Context: an optimization exercise on an open-source flow, tuned for a short achievable clock period, few clock cycles and low power. The choices shown serve that exercise and are no tape-out recipe.
Where RTL was checked, it was by simulation tests only, not by an equivalence proof against the original.
For runs 1, 5 and 6, only the layout was checked, not whether the RTL still works.
No activity file was given, so power comes from the tool's default toggle rates.

## design/flow/design.v

```verilog
package cpu_pkg;
    parameter int WORD_W    = 16;
    parameter int BYTE_W    = 8;
    parameter int PADDR_W   = 20;
    parameter int REG_IDX_W = 3;
endpackage
`timescale 1ns/100ps
import cpu_pkg::*;
module core_top #(
    parameter logic [cpu_pkg::PADDR_W-1:0] CODE_BASE   = '0,
    parameter logic [cpu_pkg::PADDR_W-1:0] DATA_BASE   = 20'h01000,
    parameter logic [cpu_pkg::PADDR_W-1:0] STACK_BASE  = 20'h02000,
    parameter logic [cpu_pkg::WORD_W-1:0]  SP_INIT     = 16'h0100,
    parameter int                          QUEUE_DEPTH = 4
) (
    input  logic                        clk,
    input  logic                        rst,
    output logic [cpu_pkg::PADDR_W-1:0] rom_addr,
    input  logic [cpu_pkg::BYTE_W-1:0]  rom_data,
    output logic                        mem_en,
    output logic                        mem_we,
    output logic [cpu_pkg::PADDR_W-1:0] mem_addr,
    output logic [cpu_pkg::WORD_W-1:0]  mem_wdata,
    input  logic [cpu_pkg::WORD_W-1:0]  mem_rdata,
    output logic                        halted
);
    localparam int PC_W = 12;
    localparam int MA_W = 17;
    localparam logic [2:0] S_OP    = 3'd0;
    localparam logic [2:0] S_MODRM = 3'd1;
    localparam logic [2:0] S_D1    = 3'd2;
    localparam logic [2:0] S_D2    = 3'd3;
    localparam logic [2:0] S_HALT  = 3'd4;
    localparam logic [2:0] K_IMM  = 3'd1;
    localparam logic [2:0] K_RR   = 3'd2;
    localparam logic [2:0] K_LD   = 3'd3;
    localparam logic [2:0] K_ST   = 3'd4;
    localparam logic [2:0] K_PUSH = 3'd5;
    localparam logic [2:0] K_POP  = 3'd6;
    logic [PC_W-1:0]    pc;
    logic [2:0]         st;
    logic               run;
    logic               f_two;      
    logic               f_sext;     
    logic               f_opd;      
    logic               f_opw;      
    logic               x_valid;
    logic [2:0]         x_kind;
    logic [2:0]         x_wp;       
    logic               x_lo;       
    logic               x_hi;       
    logic [2:0]         x_sp;       
    logic               x_shi;      
    logic [3:0]         x_use;      
    logic [WORD_W-1:0]  x_data;
    logic               m_en;
    logic               m_we;
    logic [WORD_W-1:0]  m_a;
    logic               m_stack;
    logic               ld1_v;
    logic [2:0]         ld1_dst;    
    logic               ld2_v;
    logic [2:0]         ld2_dst;
    logic [WORD_W-1:0]  regs [8];
    logic               is_imm, is_rr, is_ld, is_st, is_push, is_pop, is_mem;
    logic               use_src, is_wr, xw;
    logic               haz1, haz2;
    logic               stall;
    logic               go;
    logic               fen;
    logic               fwd;
    logic [WORD_W-1:0]  rv;
    logic [BYTE_W-1:0]  rb;
    logic [WORD_W-1:0]  xv;
    logic [WORD_W-1:0]  base_b;
    logic [WORD_W-1:0]  base_i;
    logic [WORD_W-1:0]  cs_s;
    logic [WORD_W-1:0]  cs_c;
    logic [WORD_W-1:0]  dsum;
    logic [WORD_W-1:0]  ssum;
    logic [WORD_W-1:0]  addr;
    assign is_imm  = (x_kind == K_IMM);
    assign is_rr   = (x_kind == K_RR);
    assign is_ld   = (x_kind == K_LD);
    assign is_st   = (x_kind == K_ST);
    assign is_push = (x_kind == K_PUSH);
    assign is_pop  = (x_kind == K_POP);
    assign is_mem  = is_ld | is_st | is_push | is_pop;
    assign use_src = is_rr | is_st | is_push;
    assign is_wr   = is_imm | is_rr;
    assign xw      = x_lo & x_hi;
    function automatic logic base_hit(input logic [4:0] use_, input logic [2:0] r);
        base_hit = (use_[0] && r == 3'd3) || (use_[1] && r == 3'd5) ||
                   (use_[2] && r == 3'd6) || (use_[3] && r == 3'd7) ||
                   (use_[4] && r == 3'd4);
    endfunction
    logic [4:0] use5;
    assign use5 = {is_push || is_pop, x_use};
    assign ld1_dst = x_data[2:0];
    assign haz1  = ld1_v && ((use_src && x_sp == ld1_dst) ||
                             (is_wr && x_wp == ld1_dst) ||
                             base_hit(use5, ld1_dst));
    assign haz2  = ld2_v && base_hit(use5, ld2_dst);
    assign stall = x_valid && (haz1 || haz2);
    assign go    = x_valid && !stall;
    assign fen   = run && !stall;
    assign fwd = ld2_v && (x_sp == ld2_dst);
    assign rv  = fwd ? mem_rdata : regs[x_sp];
    assign rb  = x_shi ? rv[15:8] : rv[7:0];
    always_comb begin
        if (is_imm) xv = xw ? x_data : {x_data[7:0], x_data[7:0]};
        else        xv = xw ? rv : {rb, rb};
    end
    function automatic logic [WORD_W-1:0] ks_add(input logic [WORD_W-1:0] x,
                                                 input logic [WORD_W-1:0] y);
        logic [WORD_W-1:0] g, p, g2, p2;
        g = x & y;
        p = x ^ y;
        for (int d = 1; d < WORD_W; d = d * 2) begin
            g2 = g;
            p2 = p;
            for (int i = d; i < WORD_W; i++) begin
                g2[i] = g[i] | (p[i] & g[i-d]);
                p2[i] = p[i] & p[i-d];
            end
            g = g2;
            p = p2;
        end
        ks_add = (x ^ y) ^ {g[WORD_W-2:0], 1'b0};
    endfunction
    assign base_b = ({WORD_W{x_use[0]}} & regs[3]) | ({WORD_W{x_use[1]}} & regs[5]);
    assign base_i = ({WORD_W{x_use[2]}} & regs[6]) | ({WORD_W{x_use[3]}} & regs[7]);
    assign cs_s = base_b ^ base_i ^ x_data;
    assign cs_c = {(base_b[14:0] & base_i[14:0]) | (base_b[14:0] & x_data[14:0]) |
                   (base_i[14:0] & x_data[14:0]), 1'b0};
    assign dsum = ks_add(cs_s, cs_c);
    assign ssum = ks_add(regs[4], is_push ? WORD_W'(STACK_BASE - 2) : WORD_W'(STACK_BASE));
    assign addr = (is_push || is_pop) ? ssum : dsum;
    always_ff @(posedge clk) begin
        m_a     <= addr;
        m_stack <= is_push || is_pop;
        m_we    <= is_st || is_push;
        ld2_dst <= ld1_dst;
    end
    always_ff @(posedge clk or negedge rst) begin
        if (!rst) begin
            m_en  <= 1'b0;
            ld1_v <= 1'b0;
            ld2_v <= 1'b0;
        end else begin
            m_en  <= go && is_mem;
            ld1_v <= go && (is_ld || is_pop);
            ld2_v <= ld1_v;
        end
    end
    always_ff @(posedge clk or negedge rst) begin
        if (!rst) begin
            for (int i = 0; i < 8; i++) begin
                regs[i] <= (i == 4) ? SP_INIT : '0;
            end
        end else begin
            for (int i = 0; i < 8; i++) begin
                if (i == 4 && go && is_push) begin
                    regs[i] <= regs[i] - WORD_W'(2);
                end else if (i == 4 && go && is_pop) begin
                    regs[i] <= regs[i] + WORD_W'(2);
                end else begin
                    if (go && is_wr && x_lo && x_wp == 3'(i)) begin
                        regs[i][7:0] <= xv[7:0];
                    end else if (ld2_v && ld2_dst == 3'(i)) begin
                        regs[i][7:0] <= mem_rdata[7:0];
                    end
                    if (go && is_wr && x_hi && x_wp == 3'(i)) begin
                        regs[i][15:8] <= xv[15:8];
                    end else if (ld2_v && ld2_dst == 3'(i)) begin
                        regs[i][15:8] <= mem_rdata[15:8];
                    end
                end
            end
        end
    end
    logic [BYTE_W-1:0]  b;
    logic               done;
    logic [1:0]         skip;
    logic               direct;
    assign b = rom_data;
    assign f_opd  = x_shi;
    assign f_opw  = x_lo;
    assign f_sext = (x_kind != K_IMM) && x_shi;
    assign f_two  = (x_kind == K_IMM) ? (x_lo && x_hi) : !x_shi;
    assign direct = (b[7:6] == 2'b00) && (b[2:0] == 3'b110);
    always_comb begin
        done = 1'b0;
        skip = 2'd0;
        case (st)
            S_OP:    done = (b[7:4] == 4'h5);
            S_MODRM: begin
                done = (b[7:6] == 2'b11) ||
                       (f_opw && b[7:6] == 2'b00 && b[2:0] != 3'b110);
                if (!f_opw && b[7:6] != 2'b11) begin
                    skip = (b[7:6] == 2'b01) ? 2'd1 :
                           (b[7:6] == 2'b10 || direct) ? 2'd2 : 2'd0;
                end
            end
            S_D1:    done = !f_two;
            S_D2:    done = 1'b1;
            default: done = 1'b0;
        endcase
    end
    always_ff @(posedge clk or negedge rst) begin
        if (!rst) begin
            pc      <= '0;
            st      <= S_OP;
            run     <= 1'b1;
            x_valid <= 1'b0;
        end else begin
            run     <= run && (st != S_HALT);
            x_valid <= stall || (fen && done);
            if (fen) begin
                pc <= pc + PC_W'(skip) + PC_W'(1);
                case (st)
                    S_OP: begin
                        if (b[7:2] == 6'b100010)           st <= S_MODRM;
                        else if (b[7:4] == 4'hB)           st <= S_D1;
                        else if (b == 8'hA1 || b == 8'hA3) st <= S_D1;
                        else if (b == 8'hF4)               st <= S_HALT;
                    end
                    S_MODRM: begin
                        if (!done && skip == 2'd0 && (f_opw || b[7:6] == 2'b11)) st <= S_D1;
                        else                                                   st <= S_OP;
                    end
                    S_D1: begin
                        st <= f_two ? S_D2 : S_OP;
                    end
                    default: st <= S_OP;
                endcase
            end
        end
    end
    always_ff @(posedge clk) begin
        if (fen) begin
            case (st)
                S_OP: begin
                    x_wp   <= b[2:0];
                    x_sp   <= b[2:0];
                    x_shi  <= 1'b0;
                    x_lo   <= 1'b1;
                    x_hi   <= 1'b1;
                    x_use  <= 4'b0000;
                    if (b[7:4] == 4'hB) begin
                        x_kind <= K_IMM;
                        if (!b[3]) begin
                            x_wp <= {1'b0, b[1:0]};
                            x_lo <= !b[2];
                            x_hi <= b[2];
                        end
                    end else if (b[7:4] == 4'h5) begin
                        x_kind <= b[3] ? K_POP : K_PUSH;
                    end else begin
                        x_kind <= b[1] ? K_ST : K_LD;
                        x_wp   <= 3'd0;
                        x_sp   <= 3'd0;
                        x_use  <= 4'b0000;
                    end
                    if (b[7:2] == 6'b100010) begin
                        x_shi <= b[1];
                        x_lo  <= b[0];
                    end
                end
                S_MODRM: begin
                    x_data <= WORD_W'(DATA_BASE);
                    if (b[7:6] == 2'b11) begin
                        x_kind <= K_RR;
                        if (f_opw) begin
                            x_wp  <= f_opd ? b[5:3] : b[2:0];
                            x_sp  <= f_opd ? b[2:0] : b[5:3];
                            x_shi <= 1'b0;
                            x_lo  <= 1'b1;
                            x_hi  <= 1'b1;
                        end else begin
                            x_wp  <= {1'b0, f_opd ? b[4:3] : b[1:0]};
                            x_sp  <= {1'b0, f_opd ? b[1:0] : b[4:3]};
                            x_shi <= f_opd ? b[2] : b[5];
                            x_lo  <= !(f_opd ? b[5] : b[2]);
                            x_hi  <= f_opd ? b[5] : b[2];
                        end
                    end else begin
                        x_kind <= f_opd ? K_LD : K_ST;
                        x_wp   <= b[5:3];
                        x_sp   <= b[5:3];
                        x_shi  <= (b[7:6] == 2'b01);
                    end
                    case (b[2:0])
                        3'd0:    x_use <= 4'b0101;
                        3'd1:    x_use <= 4'b1001;
                        3'd2:    x_use <= 4'b0110;
                        3'd3:    x_use <= 4'b1010;
                        3'd4:    x_use <= 4'b0100;
                        3'd5:    x_use <= 4'b1000;
                        3'd6:    x_use <= direct ? 4'b0000 : 4'b0010;
                        default: x_use <= 4'b0001;
                    endcase
                    if (b[7:6] == 2'b11) x_use <= 4'b0000;
                end
                S_D1: begin
                    x_data[7:0] <= b;
                    if (f_sext) x_data[15:8] <= {BYTE_W{b[7]}} + BYTE_W'(DATA_BASE >> 8);
                end
                S_D2: begin
                    x_data[15:8] <= (x_kind == K_IMM) ? b : b + BYTE_W'(DATA_BASE >> 8);
                end
                default: ;
            endcase
        end
        if (go && (is_st || is_push)) x_data <= rv;
        if (go && (is_ld || is_pop))  x_data[2:0] <= x_wp;
    end
    assign rom_addr  = PADDR_W'(CODE_BASE << 4) + PADDR_W'(pc);
    assign mem_en    = m_en;
    assign mem_we    = m_we;
    assign mem_addr  = {3'b000,
                        m_stack ? (m_a[15:12] < 4'(STACK_BASE >> 12))
                                : (m_a[15:12] < 4'(DATA_BASE >> 12)),
                        m_a};
    assign mem_wdata = x_data;
    assign halted    = !run || (st == S_HALT && !m_en);
endmodule
```

## design/flow/flow/run.sh

```bash
#!/bin/bash
# Layout flow: the standard flow (standard.sh), with these changes after
# synthesis, which is run unchanged:
#  - the resizer may swap a cell for one of another footprint
#    (MATCH_CELL_FOOTPRINT=0; the platform sets 1), so repair_timing can
#    upsize gates and buffers;
#  - the port buffers that global placement inserts are buf_4 cells rather
#    than the resizer's default (a delay buffer);
#  - clock tree synthesis clusters up to 24 flip-flops within 90 um per leaf
#    buffer and adds no dummy loads.
# Each step's full output goes to a log file in the work folder; ORFS's own
# per-step logs are under orfs/logs.
set -euo pipefail
bash standard.sh synth > flow_synth.log 2>&1
bash standard.sh MATCH_CELL_FOOTPRINT=0 \
    "BUFFER_PORTS_ARGS=-buffer_cell sky130_fd_sc_hd__buf_4" \
    "CTS_ARGS=-sink_clustering_enable -repair_clock_nets -sink_clustering_size 24 -sink_clustering_max_diameter 90 -dont_use_dummy_load" \
    finish > flow_layout.log 2>&1
```

## design/flow/standard.sh

```bash
#!/bin/bash
# synth_recipe.tcl (not shown) runs the flow's synth.tcl, then flattens the netlist and writes it again
# the make line also repeats each setting of config.mk as NAME=value (left out here)
make -C /OpenROAD-flow-scripts/flow DESIGN_CONFIG=/design/flow/config.mk WORK_HOME=/design/flow/orfs CLKGATE_MAP_FILE= SYNTH_SCRIPT=/design/flow/synth_recipe.tcl "${@:-finish}"
```

## design/flow/config.mk

```make
export PLATFORM = sky130hd
export DESIGN_NAME = core_top
export DESIGN_NICKNAME = core_top
export VERILOG_FILES = /design/flow/design.v
export SDC_FILE = /design/flow/constraint.sdc
export NUM_CORES = 4
export LEC_CHECK = 0
export CAP_MARGIN = 20
export CORE_MARGIN = 2
export CORE_UTILIZATION = 65
export PLACE_DENSITY = 0.75
export SETUP_SLACK_MARGIN = 5
export SLEW_MARGIN = 20
```

## design/flow/constraint.sdc

```tcl
create_clock -name core_clock -period 8.0 [get_ports {clk}]
set_input_delay 1.6000 -clock core_clock [delete_from_list [all_inputs] [get_ports {clk}]]
set_output_delay 1.6000 -clock core_clock [all_outputs]
set_load 0.01 [all_outputs]
```

==> flow_metrics.py, run 1 <==
metrics = {
    "worst_setup_path": {
        "r2r-start": "x_use[3]",
        "path_max_fanout": 5,
        "worstPathArrival_ns": 3.63,
        "path_cells": "buf_12 > a22o_1 > fa_1 > ha_2 > inv_2 > fa_2 > nor2b_4 > o31a_1 > o211ai_1 > buf_4 > a31oi_4 > a31oi_1 > xnor2_1 > mux2i_1",
        "r2r_setup_slack_ns": 4.73,
        "startpoint_type": "flip-flop",
        "critPathCaptureType": "flip-flop",
        "reg2reg_depth": 14,
        "critPathTopFamily": "adder cells",
        "worst_ep_required_time_ns": 8.37,
        "r2r_end": "m_a[15]",
        "crit_buf_inv": 3,
        "slowest_delay_ns": 0.48,
        "path_class": "reg2reg",
        "crit_path_top_delay_cell": "edfxtp_1",
    },
    "power": {
        "p_sw_w": 0.000480,
        "pwr-share-seq_pct": 56.7,
        "powerDensity_nw_per_um2": 111,
        "max-vdd-ir-drop_mv": 0.144,
        "power_w": 0.00188,
        "internal_power_w": 0.00140,
        "clkPwrFrac_pct": 35.1,
        "swShare_pct": 25.5,
        "p_leak_nw": 7.36,
        "comb_power_share_pct": 8.2,
    },
    "sta": {
        "fin_crit_ns": 3.27,
        "slew_viol_final": 0,
        "grt_setup_unrepaired": "yes",
        "setup_viol": 0,
        "slew_headroom_pct": 22.8,
        "max_freq_mhz": 306,
        "skew_ns": 0.0594,
        "setup_tns_ns": 0,
        "hold_viol": 0,
        "min_period_over_period_pct": 40.8,
        "worst_slew_pin_slew_ns": 1.15,
        "holdWs_ns": 0.434,
    },
    "run_status": {
        "status": "complete, no violations",
    },
    "route": {
        "dr.pass1.iters": 7,
        "wire_per_inst_um": 28.3,
        "drt-initial-drc-count": 1931,
        "vias": 13732,
        "totalWireLength_mm": 52.6,
        "postRouteAntennaNets": 0,
        "via_per_inst": 7.39,
        "drc": 0,
    },
    "yosys": {
        "synth.distinct_cells": 90,
        "netlist_area_um2": 14600,
        "synth_top_area_share_pct": 25.1,
        "synth_seq_cells": 201,
        "synth_enable_flop_cells": 32,
        "netlist_instances": 1503,
        "yosys-top-cells-area": "dfrtp_1, mux2i_1, edfxtp_1, nor2_1, ha_1",
        "synth_flop_cell": "dfrtp_1",
        "avgSynthCellArea_um2": 9.69,
        "async_flop_share_pct": 73.6,
        "yosys_warnings": 2,
        "synth_area_leader_cell": "dfrtp_1",
        "ys_seq_area_share_pct": 34.9,
    },
    "floorplan": {
        "ioPinCount": 85,
        "rows": 54,
        "die_x_um": 154,
        "die-area_um2": 23600,
        "coreArea_um2": 21900,
        "die_h_um": 154,
        "start_util_pct": 66.5,
    },
    "run": {
        "max_cap_violations": 0,
    },
    "global_routing": {
        "grt_util_all_layers_pct": 42.5,
        "grt_pass1_wl_mm": 77.7,
        "grt_overflow": 0,
        "grt_max_degree": 76,
        "antenna_found_initial": 1,
        "grt_pass1_vias": 12845,
    },
    "min_path": {
        "min_path_cells": 0,
        "min_path_type": "reg2reg",
        "hold_start": "ld1_v",
        "worst_hold_path.endpoint": "ld2_v",
    },
    "cells_and_area": {
        "mostFrequentLayoutCell": "mux2i_1",
        "diodes": 0,
        "layout_common_cells": "mux2i_1, buf_4, dfrtp_1, nor2_1, a21oi_1",
        "post-route-util_pct": 77.2,
        "fillers": 1515,
        "fin_nets": 1659,
        "area_delta_synth_final_pct": 16.1,
        "drive_above_1_share_pct": 22.4,
    },
    "cts": {
        "insertion_delay_ns": 0.51,
        "clkSlewWorstSetupHoldPaths_ns": 0.10,
        "cts_buffers": 13,
        "h-tree-depth": 1,
        "cts-root-buf": "clkbuf_16",
        "cts_sinks": 201,
        "cts_tree": "yes",
        "holdBufCountCts": 0,
        "cts.path.max_buffers": 3,
    },
    "place": {
        "gp_congestion": 1.01,
        "portBuffers": 73,
        "hpwl_mm": 35.1,
    },
}
[final cells by class]
class                   count  area, um2  area share (%)
flip-flops and latches    201       5100            30.2
inverters                  37        145           0.859
clock buffers              13        325            1.92
multi-input cells        1158       9440            55.8
repair buffers            169       1550            9.16
well taps                 280        350            2.07
[power groups by stage]
| stage | logic, W | registers (W) | clock network, W |
|---|---|---|---|
| final | 0.000155 | 0.00107 | 0.000660 |
| after detailed placement | 0.000145 | 0.00109 | 0 |
| after global placement | 0.000142 | 0.00109 | 0 |
| after floorplan | 0.0000817 | 0.00108 | 0 |
| after global routing | 0.000167 | 0.00107 | 0.000677 |
| after CTS | 0.000148 | 0.00107 | 0.000650 |
[state kept, by name, indices dropped and copies added, names as in the netlist]
| register | count |
|---|---|
| ld1_v | 1 |
| ld2_dst | 3 |
| ld2_v | 1 |
| m_a | 16 |
| m_en | 1 |
| m_stack | 1 |
| m_we | 1 |
| pc | 12 |
| regs | 128 |
| run | 1 |
| st | 3 |
| x_data | 16 |
| x_hi | 1 |
| x_kind | 3 |
| x_lo | 1 |
| x_shi | 1 |
| x_sp | 3 |
| x_use | 4 |
| x_valid | 1 |
| x_wp | 3 |
[through the flow]
step                instance area [um2]  setup WS [ns]  instances
floorplan                         14700           4.93       1513
global placement                  15100           4.35       1768
detailed placement                15100           4.26       1768
CTS                               16300           4.83       1824
global route                      16900           4.65       1858
finish                            16900           4.73       1858
[layer usage]
| layer | vias up | part of all wire, % | wire length, um | GRT usage [%] |
|---|---|---|---|---|
| li1 | 5710 | - | - | - |
| met1 | 6554 | 37 | 19300 | 58.3 |
| met2 | 1172 | 43 | 22800 | 64.6 |
| met3 | 296 | 13 | 6660 | 7.47 |
| met4 | 0 | 7.2 | 3800 | 22.6 |
| met5 | - | 0 | 0 | 0 |
[worst max path at each step]
stage / endpoint / depth (start not counted) / startpoint
finish: m_a[15] / 14 / x_use[3]
global placement: regs[4][12] / 7 / mem_rdata[12]
global route: m_a[15] / 14 / x_use[3]
detailed placement: regs[1][0] / 7 / x_kind[2]
CTS: m_a[15] / 14 / x_use[1]
floorplan: m_a[15] / 14 / x_use[1]
[repair_timing]
| action | 4_1_cts | 5_1_grt |
|---|---|---|
| gates resized for setup | 91 | 58 |
| hold endpoints to repair | 0 | 0 |
| gates cloned | 2 | 6 |
| endpoints found under the setup margin | 182 | 82 |
| pin swaps | 25 | 28 |
| buffers inserted | 41 | 27 |
[synth_stat cells (19+ instances only)]
master and n:
dfrtp_1 146, nand3_1 34, nand2_1 78, mux2_2 24
and3_1 30, inv_1 36, nor3_1 22, xnor2_1 25
mux2i_1 244, ha_1 35, xor2_1 26, a22o_1 34
nor2_1 117, a21oi_1 86, buf_2 22, edfxtp_1 32
dfxtp_1 21, o21ai_0 49, nand2b_1 19, clkbuf_1 63
[kinds of logic (layout without fill, tap and decap cells)]
| kind of cell | after synthesis | after routing | share of synthesized area, % |
|---|---|---|---|
| AND/OR/NAND/NOR | 423 | 424 | 15.3 |
| AO/OA/AOI/OAI | 340 | 342 | 16.3 |
| multiplexers | 276 | 276 | 19.9 |
| flip-flops | 201 | 201 | 34.9 |
| buffers and inverters | 157 | 219 | 4.98 |
| adder cells (fa/ha/maj) | 53 | 53 | 5.48 |
| XOR/XNOR | 52 | 52 | 3.18 |
| other | 1 | 11 | 0.0258 |
==> run 2: changes to the inputs <==
--- a/design/flow/design.v
+++ b/design/flow/design.v
@@ -60,3 +60,3 @@
     logic               ld1_v;
-    logic [2:0]         ld1_dst;    
+    logic [2:0]         ld1_dst;
     logic               ld2_v;
@@ -98,3 +98,2 @@
     assign use5 = {is_push || is_pop, x_use};
-    assign ld1_dst = x_data[2:0];
     assign haz1  = ld1_v && ((use_src && x_sp == ld1_dst) ||
@@ -142,2 +141,3 @@
         m_we    <= is_st || is_push;
+        ld1_dst <= x_wp;
         ld2_dst <= ld1_dst;
@@ -315,3 +315,2 @@
         if (go && (is_st || is_push)) x_data <= rv;
-        if (go && (is_ld || is_pop))  x_data[2:0] <= x_wp;
     end
--- a/design/flow/config.mk
+++ b/design/flow/config.mk
@@ -10,3 +10,3 @@
 export CORE_UTILIZATION = 65
-export PLACE_DENSITY = 0.75
+export PLACE_DENSITY = 0.9
 export SETUP_SLACK_MARGIN = 5
==> run 2 against run 1 <==
Effect of this change:
- now fails the layout checks on capacitance limit
- critical endpoint is now regs[4][6]
- via count up 7.4%
- design area up 2.4%
- die area up 0.72%
- flip-flop and latch count up 3
- global-route usage about the same
- synthesized cell count up 0.93%
- core utilization up 1.6 points
- clock skew down 0.012 ns
- sequential share of layout area down 0.37 points
- cell count up 2.5%
- sequential power about the same
==> flow_metrics.py, run 2 <==
metrics = {
    "cells_and_area": {
        "layout_common_cells": "mux2i_1, buf_4, dfrtp_1, nor2_1, nand2_1",
        "stdcell_count": 1904,
        "seqCellArea_um2": 5160,
        "multi_input_area_um2": 9610,
        "mostFrequentLayoutCell": "mux2i_1",
        "post-route-util_pct": 78.8,
        "drive_above_1_share_pct": 23.4,
        "reg_top3": "regs: 128 flops, m_a: 16 flops, x_data: 16 flops",
        "final_cell_area_um2": 17300,
        "area_delta_synth_final_pct": 18.0,
        "largest_register_ffs": 128,
        "fillers": 1188,
        "top_register": "regs",
        "fin_nets": 1704,
    },
    "sta": {
        "setup_tns_ns": 0,
        "worst_slew_pin_slew_ns": 1.47,
        "min_period_over_period_pct": 45.9,
        "skew_ns": 0.0474,
        "slew_headroom_pct": 0.610,
        "slew_viol_final": 0,
        "hold_viol": 0,
        "fin_crit_ns": 3.67,
        "max_freq_mhz": 272,
        "setup_viol": 0,
        "grt_setup_unrepaired": "yes",
    },
    "cts": {
        "h-tree-depth": 1,
        "cts.path.max_buffers": 3,
        "cts_buffers": 13,
        "cts_sinks": 204,
        "cts-root-buf": "clkbuf_16",
        "cts_tree": "yes",
        "insertion_delay_ns": 0.50,
        "clkSlewWorstSetupHoldPaths_ns": 0.10,
    },
    "floorplan": {
        "rows": 54,
        "ioPinCount": 85,
        "coreArea_um2": 22000,
        "start_util_pct": 66.8,
        "die_x_um": 154,
        "die-area_um2": 23800,
        "die_h_um": 154,
    },
    "global_routing": {
        "grt_pass1_vias": 13237,
        "grt_pass1_wl_mm": 77.9,
        "grt_max_degree": 84,
        "antenna_found_initial": 0,
        "grt_util_all_layers_pct": 42.5,
        "grt_overflow": 0,
    },
    "run_status": {
        "status": "failed layout checks",
        "so.violations": "capacitance limit",
    },
    "worst_setup_path": {
        "worstPathArrival_ns": 4.06,
        "path_class": "reg2reg",
        "path_max_fanout": 8,
        "slowest_delay_ns": 1.30,
        "worst_ep_required_time_ns": 8.38,
        "startpoint_type": "flip-flop",
        "critPathCaptureType": "flip-flop",
        "crit_path_top_delay_cell": "o41ai_1",
        "path_cells": "clkbuf_16 > xor2_4 > o41ai_1 > o22ai_4 > mux2_2 > mux2i_4 > mux2i_2 > a2bb2oi_1",
    },
    "power": {
        "p_leak_nw": 7.91,
        "powerDensity_nw_per_um2": 107,
        "max-vdd-ir-drop_mv": 0.172,
    },
    "yosys": {
        "synth_top_area_share_pct": 24.9,
        "synth_flop_cell": "dfrtp_1",
        "synth_enable_flop_cells": 32,
        "async_flop_share_pct": 72.5,
        "avgSynthCellArea_um2": 9.67,
        "synth.distinct_cells": 96,
        "synth_area_leader_cell": "dfrtp_1",
        "synth_common_cells": "mux2i_1, dfrtp_1, nor2_1",
        "yosys-top-cells-area": "dfrtp_1, mux2i_1, edfxtp_1, dfxtp_1, nor2_1",
        "netlist_area_um2": 14700,
        "synth_most_common_cell": "mux2i_1",
        "yosys_warnings": 2,
        "synth_seq_cells": 204,
        "netlist_instances": 1517,
        "ys_seq_area_share_pct": 35.1,
    },
    "route": {
        "totalWireLength_mm": 56.7,
        "vias": 14755,
        "via_per_inst": 7.75,
        "dr.pass1.iters": 9,
        "drc": 0,
        "postRouteAntennaNets": 0,
        "drt-initial-drc-count": 2718,
        "wire_per_inst_um": 29.8,
    },
    "place": {
        "hpwl_mm": 34.2,
        "dp_cells": 1786,
        "portBuffers": 73,
        "gp_congestion": 1.01,
        "place_area_um2": 15300,
    },
    "run": {
        "max_cap_violations": 1,
    },
    "min_path": {
        "min_path_type": "reg2reg",
    },
}
-- run 2: kinds of logic after synthesis --
logic type | Yosys count | share of synthesized area (%)
multiplexers | 265 | 19.2
adder cells (fa/ha/maj) | 53 | 5.44
flip-flops | 204 | 35.1
other | 1 | 0.0256
buffers and inverters | 163 | 5.10
AO/OA/AOI/OAI | 336 | 16.3
XOR/XNOR | 55 | 3.46
AND/OR/NAND/NOR | 440 | 15.4
-- run 2: path summary, 6_finish.rpt --
check / slack [ns] / endpoint / cells past startpoint / from
hold reg to reg: 0.48 / pc[11] / 1 / pc[11]
max in group asynchronous: 5.37 / regs[7][4] / 2 / rst
min in group asynchronous: 1.11 / st[0] / 1 / rst
setup / recovery: 4.33 / regs[4][6] / 8 / x_sp[2]
setup reg to reg: 4.33 / regs[4][6] / 8 / x_sp[2]
hold / removal: 0.48 / pc[11] / 1 / pc[11]
-- run 2: area by class of cell --
class / count / area share [%]
inverter: 48 / 1.08
timing repair buffer: 197 / 9.72
antenna: 1 / 0.0145
tap: 280 / 2.02
clock buffer: 13 / 1.88
multi-input combinational: 1161 / 55.5
sequential: 204 / 29.8
-- run 2: per-stage QoR --
step                total power (W)  worst slack, ns  hold slack [ns]
floorplan                   0.00114             4.92            0.326
global placement            0.00119             4.07            0.428
detailed placement          0.00119             4.07            0.439
CTS                         0.00182             4.82            0.461
global route                0.00188             4.36            0.497
finish                      0.00185             4.33            0.475
-- run 2: routing by layer --
layer  track usage [%]  vias up  wire [um]
met5                 0        -          0
met4              21.9        0       5050
met3              14.5      494       9470
met2              63.0     1601      23700
met1              55.5     6866      18600
li1                  -     5794          -
-- run 2: power breakdown --
part | leakage, nW | internal, W | switching, W | total (W)
clock | 0.160 | 0.000293 | 0.000367 | 0.000660
combinational | 5.45 | 0.0000404 | 0.0000845 | 0.000125
sequential | 2.30 | 0.00106 | 0.00000817 | 0.00106
-- run 2: critical path: cells and delay by family, from the launching register on --
kind | cells | cell delay (ns)
compound gates | 3 | 1.72
mux | 3 | 0.91
flops | 1 | 0.50
buf+inv | 1 | 0.22
xor+xnor | 1 | 0.21
-- run 2: what timing repair did --
item | 4_1_cts | 5_1_grt
hold buffers | 0 | 0
pin swaps | 33 | 37
buffers inserted | 58 | 42
setup endpoints to repair | 201 | 157
gates cloned | 2 | 2
resized for setup | 69 | 83
Testbench counts of run 2, summed over its fixed seeds: cycles 31,386.
==> run 3: changes to the inputs <==
--- a/design/flow/config.mk
+++ b/design/flow/config.mk
@@ -9,4 +9,4 @@
 export CORE_MARGIN = 2
-export CORE_UTILIZATION = 65
-export PLACE_DENSITY = 0.9
+export CORE_UTILIZATION = 55
+export PLACE_DENSITY = 0.65
 export SETUP_SLACK_MARGIN = 5
==> run 3 against run 2 <==
Effect of this change:
- the run now finishes clean
- power increased by 2.9%
- worst hold slack got worse by 0.041 ns
- non-clock buffer count decreased by 17
- sequential power about the same
- combinational power decreased by 6%
- critical path type unchanged
- critical endpoint is now m_a[13]
- largest cell class unchanged
==> flow_metrics.py, run 3 <==
metrics = {
    "run_status": {
        "status": "complete, no violations",
    },
    "sta": {
        "setup_viol": 0,
        "min_period_over_period_pct": 40.9,
        "fin_crit_ns": 3.27,
        "setup_ws_ns": 4.73,
        "setup_tns_ns": 0,
        "hold_viol": 0,
        "grt_setup_unrepaired": "yes",
        "skew_ns": 0.0448,
        "slew_headroom_pct": 34.3,
        "worst_slew_pin_slew_ns": 0.985,
        "max_freq_mhz": 306,
        "slew_viol_final": 0,
    },
    "route": {
        "totalWireLength_mm": 53.8,
        "postRouteAntennaNets": 0,
        "routed-wl-met2_mm": 23.5,
        "wirelength_met1_mm": 21.3,
        "drt-initial-drc-count": 1667,
        "vias": 13355,
        "dr.pass1.iters": 16,
        "wire_per_inst_um": 27.6,
        "via_per_inst": 6.87,
        "wl_met3_mm": 6.68,
        "drc": 0,
        "highest_layer": "met5",
    },
    "worst_setup_path": {
        "critPathCapture": "m_a[13]",
        "worstSetupStartpoint": "x_use[1]",
        "worst_ep_required_time_ns": 8.34,
        "r2r_end": "m_a[13]",
        "path_class": "reg2reg",
        "worstPathArrival_ns": 3.61,
        "slowest_delay_ns": 0.55,
        "reg2reg_depth": 12,
        "path_max_fanout": 5,
        "crit_path_top_delay_cell": "fa_1",
        "path_cells": "buf_6 > clkbuf_16 > a22o_1 > fa_1 > ha_2 > or3_1 > o211ai_1 > a31oi_1 > buf_4 > xor2_1 > nor2_1 > a21oi_1",
        "r2r-start": "x_use[1]",
        "startpoint_type": "flip-flop",
        "r2r_setup_slack_ns": 4.73,
        "critPathCaptureType": "flip-flop",
    },
    "yosys": {
        "synth_area_leader_cell": "dfrtp_1",
        "synth_most_common_cell": "mux2i_1",
        "synth_flop_cell": "dfrtp_1",
        "netlist_instances": 1517,
        "synth_top_area_share_pct": 24.9,
        "yosys-top-cells-area": "dfrtp_1, mux2i_1, edfxtp_1, dfxtp_1, nor2_1",
        "synth.distinct_cells": 96,
        "yosys_warnings": 2,
        "synth_seq_cells": 204,
        "netlist_area_um2": 14700,
        "synth_common_cells": "mux2i_1, dfrtp_1, nor2_1",
        "ys_seq_area_share_pct": 35.1,
        "avgSynthCellArea_um2": 9.67,
        "async_flop_share_pct": 72.5,
        "synth_enable_flop_cells": 32,
    },
    "power": {
        "p_sw_w": 0.000472,
        "comb_power_share_pct": 6.2,
        "swShare_pct": 24.8,
        "pwr-share-seq_pct": 55.9,
        "p_leak_nw": 7.84,
        "powerDensity_nw_per_um2": 111,
        "internal_power_w": 0.00143,
        "max-vdd-ir-drop_mv": 0.138,
        "clkPwrFrac_pct": 37.9,
    },
    "cts": {
        "cts_sinks": 204,
        "cts_tree": "yes",
        "cts.path.max_buffers": 3,
        "clkSlewWorstSetupHoldPaths_ns": 0.08,
        "cts-root-buf": "clkbuf_16",
        "insertion_delay_ns": 0.51,
        "holdBufCountCts": 0,
        "h-tree-depth": 1,
        "cts_buffers": 15,
    },
    "place": {
        "hpwl_mm": 36.2,
        "pre_cts_ws_ns": 3.88,
        "gp_congestion": 0.930,
        "place_area_um2": 15400,
        "portBuffers": 73,
    },
    "cells_and_area": {
        "area_delta_synth_final_pct": 17.1,
        "drive_above_1_share_pct": 23.0,
        "largest_register_ffs": 128,
        "top_register": "regs",
        "layout_common_cells": "mux2i_1, buf_4, dfrtp_1, nor2_1",
        "fillers": 2121,
        "fin_nets": 1690,
        "mostFrequentLayoutCell": "mux2i_1",
        "reg_top3": "regs: 128 flops, m_a: 16 flops, x_data: 16 flops",
        "final_cell_area_um2": 17200,
    },
    "global_routing": {
        "grt_pass1_wl_mm": 78.3,
        "grt_pass1_vias": 12474,
        "antenna_found_initial": 2,
        "grt_max_degree": 78,
        "grt_util_all_layers_pct": 36.9,
        "grt_overflow": 0,
    },
    "run": {
        "max_cap_violations": 0,
    },
    "floorplan": {
        "ioPinCount": 85,
        "start_util_pct": 56.1,
        "rows": 59,
        "die_h_um": 167,
        "coreArea_um2": 26100,
        "die-area_um2": 28000,
        "die_x_um": 167,
    },
    "min_path": {
        "min_path_type": "reg2reg",
    },
}
-- run 3: cell counts after synthesis --
Identical to the previous run, type by type.
-- run 3: routing by layer --
layer  up-vias  global-route usage [%]
met5         -                       0
met4         2                    13.3
met3       158                    10.2
met2       888                    55.4
met1      6525                    51.3
li1       5782                       -
-- run 3: timing repair --
item / CTS / global route
endpoints found under the setup margin: 201 / 171
buffers inserted: 48 / 28
gates cloned: 1 / 4
pin swaps: 21 / 33
gates resized for setup: 71 / 71
-- run 3: final cells by class --
class	instances	area [um2]	share of cell area (%)
multi-input combinational	1162	9500	55.3
sequential	204	5160	30.0
timing repair buffer	180	1530	8.91
tap	335	419	2.44
clock buffer	15	375	2.19
inverter	48	188	1.09
antenna	1	2.50	0.0146
-- run 3: metrics by stage --
stage,hold WS (ns),power (W),utilization (%),instances
after floorplan,0.326,0.00114,-,1527
after global placement,0.421,0.00119,58.8,1846
after detailed placement,0.416,0.00119,58.9,1848
after CTS,0.429,0.00190,63.4,1912
after global routing,0.450,0.00195,65.7,1944
final,0.434,0.00190,65.7,1945
-- run 3: cells by family after synthesis --
| logic type | Yosys count | synth area share [%] |
|---|---|---|
| xor+xnor | 55 | 3.46 |
| simple gates | 440 | 15.4 |
| buf+inv | 163 | 5.10 |
| other cells | 1 | 0.0256 |
| compound gates | 336 | 16.3 |
| mux | 265 | 19.2 |
| fa+ha+maj | 53 | 5.44 |
| flops | 204 | 35.1 |
-- run 3: worst max-delay path: cells and delay by family, from the launching register on --
kind                     cells  cell delay [ns]
AO/OA/AOI/OAI                4             0.71
flip-flops                   1             0.45
AND/OR/NAND/NOR              2             0.53
buffers and inverters        3             0.48
adder cells (fa/ha/maj)      2             0.83
XOR/XNOR                     1             0.13
-- run 3: how the worst min path moves through the flow --
| stage | from | to | slack [ns] | cells after the start |
|---|---|---|---|---|
| 3_5_place_dp | ld1_dst[2] | ld2_dst[2] | 0.42 | 0 |
| 4_1_cts | ld1_dst[2] | ld2_dst[2] | 0.43 | 0 |
| 2_1_floorplan | ld1_dst[1] | ld2_dst[1] | 0.33 | 0 |
| 5_1_grt | ld1_dst[2] | ld2_dst[2] | 0.45 | 0 |
| 3_3_place_gp | ld1_dst[2] | ld2_dst[2] | 0.42 | 0 |
| 6_report | ld1_dst[2] | ld2_dst[2] | 0.43 | 0 |
-- run 3: power by group through the flow --
| stage | logic, W | clock network (W) | registers, W |
|---|---|---|---|
| floorplan | 0.0000597 | 0 | 0.00108 |
| global placement | 0.000109 | 0 | 0.00108 |
| detailed placement | 0.000110 | 0 | 0.00108 |
| CTS | 0.000112 | 0.000722 | 0.00106 |
| global route | 0.000127 | 0.000756 | 0.00106 |
| finish | 0.000118 | 0.000722 | 0.00106 |
==> run 4: changes to the inputs <==
--- a/design/flow/config.mk
+++ b/design/flow/config.mk
@@ -9,4 +9,4 @@
 export CORE_MARGIN = 2
-export CORE_UTILIZATION = 55
-export PLACE_DENSITY = 0.65
+export CORE_UTILIZATION = 65
+export PLACE_DENSITY = 0.75
 export SETUP_SLACK_MARGIN = 5
==> run 4 against run 3 <==
Effect of this change:
- wire length fell by 2.6%
- first-iteration DRC count rose by 11%
- design area fell by 0.87%
- via count rose by 1.9%
- clock skew rose by 0.0041 ns
- synthesized cell count did not move
- combinational power barely moved
- cell count fell by 3.2%
==> flow_metrics.py, run 4 <==
metrics = {
    "run_status": {
        "status": "complete, no violations",
    },
    "worst_setup_path": {
        "worstSetupStartpoint": "x_use[0]",
        "startpoint_type": "flip-flop",
        "worst_ep_required_time_ns": 8.40,
        "r2r-start": "x_use[0]",
        "crit_buf_inv": 2,
        "worstPathArrival_ns": 3.68,
        "reg2reg_depth": 13,
        "critPathTopFamily": "adder cells",
        "path_cells": "a22o_1 > fa_1 > ha_2 > inv_2 > fa_2 > nor2b_4 > o31a_1 > o211ai_1 > a31oi_1 > buf_4 > xor2_1 > nor2_1 > a21oi_1",
        "path_max_fanout": 6,
        "r2r_setup_slack_ns": 4.72,
        "slowest_delay_ns": 0.59,
        "crit_path_top_delay_cell": "edfxtp_1",
        "critPathCaptureType": "flip-flop",
        "path_class": "reg2reg",
        "r2r_end": "m_a[13]",
    },
    "global_routing": {
        "grt_pass1_wl_mm": 76.8,
        "grt_use_met3_pct": 14.3,
        "grt_overflow": 0,
        "grt_pass1_vias": 12624,
        "met1_usage_pct": 56.6,
        "grt_busiest_layer": "met2",
        "grt_util_all_layers_pct": 42.6,
        "grt_max_degree": 69,
        "grt_use_met2_pct": 63.5,
        "antenna_found_initial": 4,
    },
    "cells_and_area": {
        "drive_above_1_share_pct": 22.0,
        "top_register": "regs",
        "mostFrequentLayoutCell": "mux2i_1",
        "largest_register_ffs": 128,
        "fin_nets": 1682,
        "reg_top3": "regs: 128 flops, m_a: 16 flops, x_data: 16 flops",
        "final_cell_area_um2": 17000,
        "area_delta_synth_final_pct": 16.1,
        "layout_common_cells": "mux2i_1, buf_4, dfrtp_1, nor2_1, a21oi_1",
    },
    "sta": {
        "holdWs_ns": 0.445,
        "slew_headroom_pct": 21.6,
        "worst_slew_pin_slew_ns": 1.17,
        "slew_viol_final": 0,
        "max_freq_mhz": 305,
        "fin_crit_ns": 3.28,
        "setup_tns_ns": 0,
        "skew_ns": 0.0489,
        "grt_setup_unrepaired": "yes",
        "setup_viol": 0,
        "min_period_over_period_pct": 41.0,
        "hold_viol": 0,
    },
    "place": {
        "hpwl_mm": 35.9,
        "portBuffers": 73,
        "gp_congestion": 1.01,
        "place_area_um2": 15300,
    },
    "min_path": {
        "min_path_type": "reg2reg",
        "hold_start": "ld1_dst[2]",
        "min_path_cells": 0,
        "worst_hold_path.endpoint": "ld2_dst[2]",
    },
    "yosys": {
        "synth_most_common_cell": "mux2i_1",
        "netlist_instances": 1517,
        "netlist_area_um2": 14700,
        "synth_enable_flop_cells": 32,
        "yosys_warnings": 2,
        "synth_seq_cells": 204,
        "synth_common_cells": "mux2i_1, dfrtp_1, nor2_1",
        "synth_area_leader_cell": "dfrtp_1",
        "avgSynthCellArea_um2": 9.67,
        "synth_top_area_share_pct": 24.9,
        "yosys-top-cells-area": "dfrtp_1, mux2i_1, edfxtp_1, dfxtp_1, nor2_1",
        "synth_flop_cell": "dfrtp_1",
        "async_flop_share_pct": 72.5,
        "synth.distinct_cells": 96,
        "ys_seq_area_share_pct": 35.1,
    },
    "floorplan": {
        "die-area_um2": 23800,
        "die_h_um": 154,
        "coreArea_um2": 22000,
        "rows": 54,
        "start_util_pct": 66.8,
        "die_x_um": 154,
        "ioPinCount": 85,
    },
    "route": {
        "drc": 0,
        "dr.pass1.iters": 6,
        "totalWireLength_mm": 52.4,
        "via_per_inst": 7.23,
        "postRouteAntennaNets": 0,
        "drt-initial-drc-count": 1848,
        "wire_per_inst_um": 27.8,
        "vias": 13613,
    },
    "cts": {
        "insertion_delay_ns": 0.50,
        "cts_sinks": 204,
        "cts.path.max_buffers": 3,
        "cts-root-buf": "clkbuf_16",
        "clkSlewWorstSetupHoldPaths_ns": 0.10,
        "h-tree-depth": 1,
        "cts_buffers": 12,
        "cts_tree": "yes",
    },
    "power": {
        "max-vdd-ir-drop_mv": 0.147,
        "p_leak_nw": 7.77,
        "powerDensity_nw_per_um2": 106,
    },
    "run": {
        "max_cap_violations": 0,
    },
}
==> run 4: worst max-delay path by stage <==
| stage | to | cells after the start | slack, ns |
|---|---|---|---|
| after floorplan | x_data[10] | 9 | 4.92 |
| final | m_a[13] | 13 | 4.72 |
| after global placement | x_data[0] | 8 | 3.46 |
| after detailed placement | x_data[5] | 8 | 3.26 |
| after CTS | m_a[13] | 14 | 4.81 |
| after global routing | m_a[13] | 14 | 4.64 |
==> run 4: layout make-up <==
cell class | instances | area, um2
multi-input combinational | 1160 | 9540
clock buffer | 12 | 300
sequential | 204 | 5150
inverter | 48 | 191
fill | 1505 | 4930
antenna | 2 | 5.00
timing repair buffer | 177 | 1490
tap | 280 | 350
==> run 4: cells by family after synthesis <==
| kind of cell | count (synthesis) | share of synthesized area [%] |
|---|---|---|
| AO/OA/AOI/OAI | 336 | 16.3 |
| XOR/XNOR | 55 | 3.46 |
| adder cells (fa/ha/maj) | 53 | 5.44 |
| buffers and inverters | 163 | 5.10 |
| flip-flops | 204 | 35.1 |
| multiplexers | 265 | 19.2 |
| other | 1 | 0.0256 |
| AND/OR/NAND/NOR | 440 | 15.4 |
==> run 4: what timing repair did <==
item | 4_1_cts | 5_1_grt
setup endpoints to repair | 189 | 165
pin swaps | 28 | 21
gates cloned | 0 | 2
hold endpoints to repair | 0 | 0
buffers inserted | 52 | 24
gates resized for setup | 71 | 74
hold buffers | 0 | 0
==> run 4: routing by layer <==
| layer | wire, um | vias to the layer above |
|---|---|---|
| met2 | 22600 | 1081 |
| met5 | 49 | - |
| met1 | 19200 | 6571 |
| met3 | 7650 | 205 |
| met4 | 2870 | 4 |
| li1 | - | 5752 |
==> run 4: per-stage QoR <==
step	setup WS, ns	total power [W]	std cells	util [%]
CTS	4.81	0.00180	1855	74.6
global placement	3.46	0.00119	1791	69.7
floorplan	4.92	0.00114	1527	-
finish	4.72	0.00181	1883	77.5
detailed placement	3.26	0.00119	1791	69.7
global route	4.64	0.00185	1881	77.5
==> run 4: power by group <==
part	internal, W	switching (W)
registers	0.00106	0.00000806
clock network	0.000271	0.000355
logic	0.0000395	0.0000796
total	0.00137	0.000443
==> run 5: changes to the inputs <==
--- a/design/flow/design.v
+++ b/design/flow/design.v
@@ -79,2 +79,5 @@
     logic [WORD_W-1:0]  dsum;
+    logic [8:0]         lo9;
+    logic [8:0]         hi0;
+    logic [8:0]         hi1;
     logic [WORD_W-1:0]  ssum;
@@ -112,2 +115,20 @@
     end
+    function automatic logic [8:0] ks_add8(input logic [7:0] x,
+                                           input logic [7:0] y,
+                                           input logic       ci);
+        logic [7:0] g, p, g2, p2;
+        g = (x & y) | {7'd0, ci & (x[0] | y[0])};
+        p = x ^ y;
+        for (int d = 1; d < 8; d = d * 2) begin
+            g2 = g;
+            p2 = p;
+            for (int i = d; i < 8; i++) begin
+                g2[i] = g[i] | (p[i] & g[i-d]);
+                p2[i] = p[i] & p[i-d];
+            end
+            g = g2;
+            p = p2;
+        end
+        ks_add8 = {g[7], (x ^ y) ^ {g[6:0], ci}};
+    endfunction
     function automatic logic [WORD_W-1:0] ks_add(input logic [WORD_W-1:0] x,
@@ -134,3 +155,6 @@
                    (base_i[14:0] & x_data[14:0]), 1'b0};
-    assign dsum = ks_add(cs_s, cs_c);
+    assign lo9  = ks_add8(cs_s[7:0], cs_c[7:0], 1'b0);
+    assign hi0  = ks_add8(cs_s[15:8], cs_c[15:8], 1'b0);
+    assign hi1  = ks_add8(cs_s[15:8], cs_c[15:8], 1'b1);
+    assign dsum = {lo9[8] ? hi1[7:0] : hi0[7:0], lo9[7:0]};
     assign ssum = ks_add(regs[4], is_push ? WORD_W'(STACK_BASE - 2) : WORD_W'(STACK_BASE));
==> run 5 against run 4 <==
Effect of this change:
- highest routed layer is now met4
- sequential share of layout area increased by 0.84 points
- non-clock buffer count is 8 lower
- core utilization decreased by 1.4 points
- worst setup slack improved by 0.037 ns
==> flow_metrics.py, run 5 <==
metrics = {
    "run_status": {
        "status": "complete, no violations",
    },
    "power": {
        "max-vdd-ir-drop_mv": 0.211,
        "p_leak_nw": 7.41,
        "swShare_pct": 25.4,
        "powerDensity_nw_per_um2": 119,
        "p_sw_w": 0.000500,
        "pwr-share-seq_pct": 55.6,
        "clkPwrFrac_pct": 33.0,
        "comb_power_share_pct": 11.4,
        "internal_power_w": 0.00147,
    },
    "worst_setup_path": {
        "slowest_delay_ns": 0.52,
        "worst_ep_required_time_ns": 8.39,
        "critPathCaptureType": "flip-flop",
        "startpoint_type": "flip-flop",
        "crit_path_top_delay_cell": "fa_1",
        "worstSetupStartpoint": "x_use[0]",
        "r2r_end": "m_a[15]",
        "path_cells": "buf_6 > a22o_1 > fa_1 > ha_4 > o21ai_4 > o21a_1 > o2111ai_4 > a31oi_4 > a31o_4 > a21oi_2 > xnor2_1 > a211oi_1",
        "reg2reg_depth": 12,
        "path_max_fanout": 5,
        "r2r_setup_slack_ns": 4.76,
        "path_class": "reg2reg",
        "critPathTopFamily": "compound AO/OA/AOI/OAI gates",
        "worstPathArrival_ns": 3.63,
        "crit_cells": 12,
        "critPathCapture": "m_a[15]",
        "r2r-start": "x_use[0]",
        "crit_buf_inv": 1,
    },
    "yosys": {
        "synth_area_leader_cell": "dfrtp_1",
        "avgSynthCellArea_um2": 9.76,
        "yosys-top-cells-area": "dfrtp_1, mux2i_1, edfxtp_1, dfxtp_1, ha_1",
        "netlist_area_um2": 14300,
        "synth_simple_gate_area_share_pct": 13.9,
        "synth_top_area_share_pct": 25.5,
        "synth_most_common_cell": "mux2i_1",
        "synth_compound_area_share_pct": 15.7,
        "synthXorXnorAreaFrac_pct": 3.29,
        "synth_fa_ha_area_share_pct": 5.66,
        "synth_common_cells": "mux2i_1, dfrtp_1, nand2_1",
        "async_flop_share_pct": 72.5,
        "synth_top_family_by_area": "multiplexers",
        "synth.distinct_cells": 88,
        "synth_flop_cell": "dfrtp_1",
        "ys_seq_area_share_pct": 35.9,
        "netlist_instances": 1469,
        "synth_seq_cells": 204,
        "muxShareOfSynthArea_pct": 19.9,
        "yosys_warnings": 2,
        "synth_enable_flop_cells": 32,
    },
    "cts": {
        "insertion_delay_ns": 0.49,
        "holdBufCountCts": 0,
        "h-tree-depth": 1,
        "clkSlewWorstSetupHoldPaths_ns": 0.10,
        "cts_sinks": 204,
        "cts_buffers": 13,
        "cts-root-buf": "clkbuf_16",
        "cts.path.max_buffers": 3,
        "cts_tree": "yes",
    },
    "sta": {
        "skew_ns": 0.0422,
        "grt_setup_unrepaired": "yes",
        "max_freq_mhz": 308,
        "hold_viol": 0,
        "slew_headroom_pct": 36.2,
        "worst_slew_pin_slew_ns": 0.957,
        "slew_viol_final": 0,
        "setup_viol": 0,
        "fin_crit_ns": 3.24,
        "setup_tns_ns": 0,
        "min_period_over_period_pct": 40.6,
    },
    "floorplan": {
        "die_x_um": 152,
        "die-area_um2": 23300,
        "start_util_pct": 65.9,
        "rows": 54,
        "die_h_um": 152,
        "ioPinCount": 85,
        "coreArea_um2": 21800,
    },
    "min_path": {
        "min_path_type": "reg2reg",
    },
    "run": {
        "max_cap_violations": 0,
    },
    "cells_and_area": {
        "top_register": "regs",
        "layout_common_cells": "mux2i_1, buf_4, dfrtp_1, nand2_1, nor2_1",
        "mostFrequentLayoutCell": "mux2i_1",
        "final_cell_area_um2": 16600,
        "drive_above_1_share_pct": 22.0,
        "reg_top3": "regs: 128 flops, m_a: 16 flops, x_data: 16 flops",
        "fin_nets": 1616,
        "largest_register_ffs": 128,
        "fillers": 1540,
        "area_delta_synth_final_pct": 15.6,
        "stdcell_count": 1814,
        "diodes": 0,
    },
    "global_routing": {
        "grt_pass1_wl_mm": 71.9,
        "grt_max_degree": 93,
        "grt_util_all_layers_pct": 39.8,
        "grt_pass1_vias": 11923,
        "grt_overflow": 0,
        "antenna_found_initial": 0,
    },
    "place": {
        "hpwl_mm": 31.1,
        "place_area_um2": 14800,
        "dp_cells": 1719,
        "portBuffers": 73,
        "gp_congestion": 0.986,
    },
    "route": {
        "drt-initial-drc-count": 1677,
        "via_per_inst": 7.02,
        "vias": 12740,
        "totalWireLength_mm": 48.1,
        "drc": 0,
        "postRouteAntennaNets": 0,
        "dr.pass1.iters": 6,
        "wire_per_inst_um": 26.5,
    },
}
## run 5: cell count changes in the layout (fill, tap and decap cells not counted), moves of 12 or more
cell	previous run	this run
nor2_1	118	90
nor3_1	31	13
inv_1	41	29
a21oi_1	81	55
a31oi_1	17	4
mux2i_1	235	250
nand2_1	79	93
nand3_1	49	36
o21ai_0	37	57
## run 5: worst register-to-register path, delay by kind of cell, from the launching register on
kind | cells | cell delay (ns)
buffers and inverters | 1 | 0.19
XOR/XNOR | 1 | 0.07
adder cells (fa/ha/maj) | 2 | 0.84
AO/OA/AOI/OAI | 8 | 1.55
flip-flops | 1 | 0.51
## run 5: final cells by class
type | count | area (um2) | area share, %
clock buffer | 13 | 325 | 1.96
inverter | 35 | 141 | 0.854
multi-input combinational | 1113 | 9150 | 55.2
sequential | 204 | 5150 | 31.1
tap | 280 | 350 | 2.12
timing repair buffer | 169 | 1440 | 8.72
## run 5: power by group through the flow
stage	Clock [W]	Sequential [W]	Combinational (W)
4_1_cts	0.000648	0.00109	0.000210
5_1_grt	0.000681	0.00110	0.000242
3_5_place_dp	0	0.00111	0.000188
6_report	0.000648	0.00109	0.000224
2_1_floorplan	0	0.00111	0.000117
3_3_place_gp	0	0.00111	0.000185
## run 5: cell families (layout without fill, tap and decap cells)
logic type,Yosys count,after routing
AND/OR/NAND/NOR,393,395
AO/OA/AOI/OAI,329,329
multiplexers,271,271
flip-flops,204,204
buffers and inverters,164,217
adder cells (fa/ha/maj),54,54
XOR/XNOR,53,53
other,1,11
## run 5: repair_timing
item | CTS | global route
gates resized for setup | 96 | 51
pin swaps | 41 | 26
endpoints found under the setup margin | 205 | 156
gates cloned | 1 | 1
buffers inserted | 57 | 23
## run 5: per-layer routing
| metal | global-route usage (%) | vias to the layer above | share of wire, % |
|---|---|---|---|
| met5 | 0 | - | 0 |
| met4 | 16.1 | 0 | 5.4 |
| met3 | 8.53 | 208 | 11 |
| met2 | 60.8 | 877 | 44 |
| met1 | 55.7 | 6170 | 39 |
| li1 | - | 5485 | - |
## run 5: per-stage QoR
step                      setup slack [ns]  hold slack [ns]  utilization (%)  total power [W]
final                                 4.76            0.429             76.1          0.00197
after global routing                  4.66            0.436             76.1          0.00202
after CTS                             4.81            0.430             74.0          0.00195
after detailed placement              4.02            0.388             67.9          0.00130
after global placement                4.04            0.409             67.9          0.00130
after floorplan                       4.77            0.329                -          0.00123
## run 5: worst min-delay path by stage
stage	startpoint	to	slack (ns)	depth (start not counted)
3_3_place_gp	ld1_v	ld2_v	0.41	0
2_1_floorplan	ld1_dst[1]	ld2_dst[1]	0.33	0
5_1_grt	ld1_v	ld2_v	0.44	0
6_report	ld1_v	ld2_v	0.43	0
3_5_place_dp	ld1_v	ld2_v	0.39	0
4_1_cts	ld1_v	ld2_v	0.43	0
==> run 6: changes to the inputs <==
--- a/design/flow/design.v
+++ b/design/flow/design.v
@@ -60,3 +60,3 @@
     logic               ld1_v;
-    logic [2:0]         ld1_dst;
+    logic [2:0]         ld1_dst;    
     logic               ld2_v;
@@ -101,2 +101,3 @@
     assign use5 = {is_push || is_pop, x_use};
+    assign ld1_dst = x_data[2:0];
     assign haz1  = ld1_v && ((use_src && x_sp == ld1_dst) ||
@@ -165,3 +166,2 @@
         m_we    <= is_st || is_push;
-        ld1_dst <= x_wp;
         ld2_dst <= ld1_dst;
@@ -339,2 +339,3 @@
         if (go && (is_st || is_push)) x_data <= rv;
+        if (go && (is_ld || is_pop))  x_data[2:0] <= x_wp;
     end
==> run 6 against run 5 <==
Effect of this change:
- still clean on timing, DRC and antenna
- via count is 1.4% lower
- critical path depth stayed put
- non-clock buffer count is 6 higher
- clock skew is 0.016 ns lower
- core utilization hardly changed
- fmax is 3.0% lower
- global-route usage is 0.23 points higher
- first-iteration DRC count is 6.6% lower
- sequential power hardly changed
- highest routed layer unchanged
- register-to-register slack worse by 0.10 ns
- combinational power is 2% lower
==> flow_metrics.py, run 6 <==
metrics = {
    "run_status": {
        "status": "complete, no violations",
    },
    "sta": {
        "setup_viol": 0,
        "fin_crit_ns": 3.35,
        "hold_viol": 0,
        "setup_tns_ns": 0,
        "grt_setup_unrepaired": "yes",
        "slew_viol_final": 0,
        "skew_ns": 0.0259,
        "slew_headroom_pct": 49.2,
        "max_freq_mhz": 299,
        "min_period_over_period_pct": 41.8,
        "worst_slew_pin_slew_ns": 0.762,
    },
    "global_routing": {
        "grt_util_all_layers_pct": 40.0,
        "grt_pass1_wl_mm": 72.4,
        "antenna_found_initial": 1,
        "grt_overflow": 0,
        "grt_max_degree": 80,
        "grt_pass1_vias": 12075,
    },
    "cells_and_area": {
        "area_delta_synth_final_pct": 15.8,
        "layout_common_cells": "mux2i_1, buf_4, dfrtp_1, nand2_1, nor2_1",
        "drive_above_1_share_pct": 21.9,
        "top_register": "regs",
        "largest_register_ffs": 128,
        "fin_nets": 1613,
        "final_cell_area_um2": 16500,
        "reg_top3": "regs: 128 flops, m_a: 16 flops, x_data: 16 flops",
        "diodes": 0,
        "mostFrequentLayoutCell": "mux2i_1",
        "fillers": 1519,
    },
    "route": {
        "wire_per_inst_um": 26.2,
        "totalWireLength_mm": 47.5,
        "drc": 0,
        "postRouteAntennaNets": 0,
        "via_per_inst": 6.94,
        "drt-initial-drc-count": 1567,
        "vias": 12560,
        "dr.pass1.iters": 6,
    },
    "yosys": {
        "synth_area_leader_cell": "dfrtp_1",
        "netlist_area_um2": 14200,
        "synth_most_common_cell": "mux2i_1",
        "synth_common_cells": "mux2i_1, dfrtp_1, nand2_1",
        "avgSynthCellArea_um2": 9.74,
        "synth.distinct_cells": 84,
        "synth_flop_cell": "dfrtp_1",
        "synth_top_area_share_pct": 25.7,
        "netlist_instances": 1458,
        "synth_enable_flop_cells": 32,
        "ys_seq_area_share_pct": 35.8,
        "synth_seq_cells": 201,
        "async_flop_share_pct": 73.6,
        "yosys_warnings": 2,
        "yosys-top-cells-area": "dfrtp_1, mux2i_1, edfxtp_1, ha_1, nand2_1",
    },
    "power": {
        "pwr-share-seq_pct": 56.5,
        "max-vdd-ir-drop_mv": 0.138,
        "swShare_pct": 25.7,
        "clkPwrFrac_pct": 32.1,
        "p_sw_w": 0.000493,
        "p_leak_nw": 7.09,
        "comb_power_share_pct": 11.4,
        "internal_power_w": 0.00143,
        "powerDensity_nw_per_um2": 117,
    },
    "run": {
        "max_cap_violations": 0,
    },
    "cts": {
        "cts_sinks": 201,
        "insertion_delay_ns": 0.49,
        "cts_buffers": 12,
        "clkSlewWorstSetupHoldPaths_ns": 0.09,
        "cts-root-buf": "clkbuf_16",
        "cts.path.max_buffers": 3,
        "h-tree-depth": 1,
        "cts_tree": "yes",
    },
    "place": {
        "place_area_um2": 14800,
        "gp_congestion": 0.987,
        "portBuffers": 73,
        "hpwl_mm": 31.6,
    },
    "worst_setup_path": {
        "path_max_fanout": 4,
        "worstPathArrival_ns": 3.71,
        "path_class": "reg2reg",
        "critPathCaptureType": "flip-flop",
        "startpoint_type": "flip-flop",
        "worst_ep_required_time_ns": 8.36,
    },
    "floorplan": {
        "die_x_um": 152,
        "die_h_um": 152,
        "die-area_um2": 23100,
        "coreArea_um2": 21600,
        "rows": 54,
        "ioPinCount": 85,
        "start_util_pct": 65.7,
    },
    "min_path": {
        "min_path_type": "reg2reg",
    },
}
==> run 6: cell count changes after synthesis, sizes merged, moves of 6 or more <==
cell,change
a21o,-14
a22oi,-6
mux2,+6
nand2,+14
nand3,+20
o21ai,-14
o22ai,-12
or3,-9
==> run 6: power groups by stage <==
stage / clock [W] / sequential (W) / combinational (W)
floorplan: 0 / 0.00110 / 0.000122
global placement: 0 / 0.00110 / 0.000195
detailed placement: 0 / 0.00110 / 0.000200
CTS: 0.000618 / 0.00109 / 0.000207
global route: 0.000658 / 0.00109 / 0.000238
finish: 0.000616 / 0.00109 / 0.000220
==> run 6: path summary, 6_finish.rpt <==
path                                    to     start  slack [ns]  cells after the start
worst max-delay path               m_a[15]  x_use[0]        4.65                     12
worst max register to register     m_a[15]  x_use[0]        4.65                     12
worst min-delay path                pc[11]    pc[11]        0.48                      1
min in group asynchronous       regs[0][7]       rst        1.15                      1
max in group asynchronous       regs[0][6]       rst        5.64                      2
worst min register to register      pc[11]    pc[11]        0.48                      1
==> run 6: cells by family after synthesis <==
family                   share of synthesized area, %
AND/OR/NAND/NOR                                  14.5
AO/OA/AOI/OAI                                    14.7
multiplexers                                     20.6
flip-flops                                       35.8
buffers and inverters                            4.93
XOR/XNOR                                         3.69
adder cells (fa/ha/maj)                          5.71
other                                          0.0264
==> run 6: layout make-up <==
cell class	instances	area (um2)	area share, %
sequential	201	5090	30.9
timing repair buffer	175	1500	9.11
tap	280	350	2.13
clock buffer	12	300	1.82
inverter	35	139	0.844
multi-input combinational	1108	9070	55.2
==> run 6: repair_timing <==
action / CTS / global route
pin swaps: 22 / 23
setup buffers: 63 / 23
endpoints found under the setup margin: 200 / 170
hold buffers: 0 / 0
cloned: 0 / 0
gates resized for setup: 79 / 57
==> run 6: per-layer routing <==
layer	global-route usage, %	up-vias	part of all wire (%)
li1	-	5459	-
met1	54.4	6089	38
met2	62.9	845	45
met3	9.90	167	12
met4	14.3	0	4.8
met5	0	-	0
==> run 6: metrics by stage <==
stage                     std cells  worst slack [ns]  total power (W)  utilization, %  hold WS, ns
final                          1811              4.65          0.00192            76.1        0.478
after global placement         1713              4.04          0.00130            68.3        0.429
after global routing           1811              4.59          0.00198            76.1        0.487
after floorplan                1468              4.75          0.00122               -        0.392
after CTS                      1788              4.70          0.00191            73.9        0.480
after detailed placement       1713              3.99          0.00130            68.3        0.432
==> run 6: worst max-delay path, cell delays in order, from the launching register on <==
cell      delay [ns]
edfxtp_1        0.46
buf_6           0.17
a22o_1          0.22
fa_2            0.59
ha_1            0.27
a211oi_1        0.23
nor2_1          0.14
o22ai_4         0.23
mux2i_2         0.30
a21oi_2         0.13
a211oi_2        0.22
mux2i_1         0.21
o31ai_1         0.09

port drivers added, routing unchanged:
The flow's constraints put no driver on any port. The routed layouts listed below were extracted and timed again, unchanged, in two steps.
Step 1 assumes that a clkbuf_16 drives the clock port and a buf_2 every other input.
Step 2 times the ports against the registers' clock, not the clock port: input delays grow and output delays shrink by t, the midpoint of the rising clock arrivals with the driver on.
a / b / c = ideal / step 1 / step 2; a / b = the first two.
| run | t, ns | setup WS [ns] | hold slack, ns |
|---|---|---|---|
| run 1 | 0.535 | 4.734 / 4.734 / 4.621 | 0.434 / 0.434 / 0.434 |
| run 2 | 0.532 | 4.326 / 4.326 / 4.326 | 0.475 / 0.475 / 0.475 |
| run 3 | 0.538 | 4.732 / 4.732 / 4.524 | 0.434 / 0.434 / 0.434 |
| run 4 | 0.524 | 4.718 / 4.718 / 4.538 | 0.445 / 0.445 / 0.445 |
| run 5 | 0.524 | 4.755 / 4.755 / 4.609 | 0.429 / 0.429 / 0.429 |
| run 6 | 0.522 | 4.653 / 4.653 / 4.483 | 0.478 / 0.478 / 0.478 |
The setup slack of run 3, which loses most, moves by 0.000 ns with the drivers and by -0.208 ns with both steps.
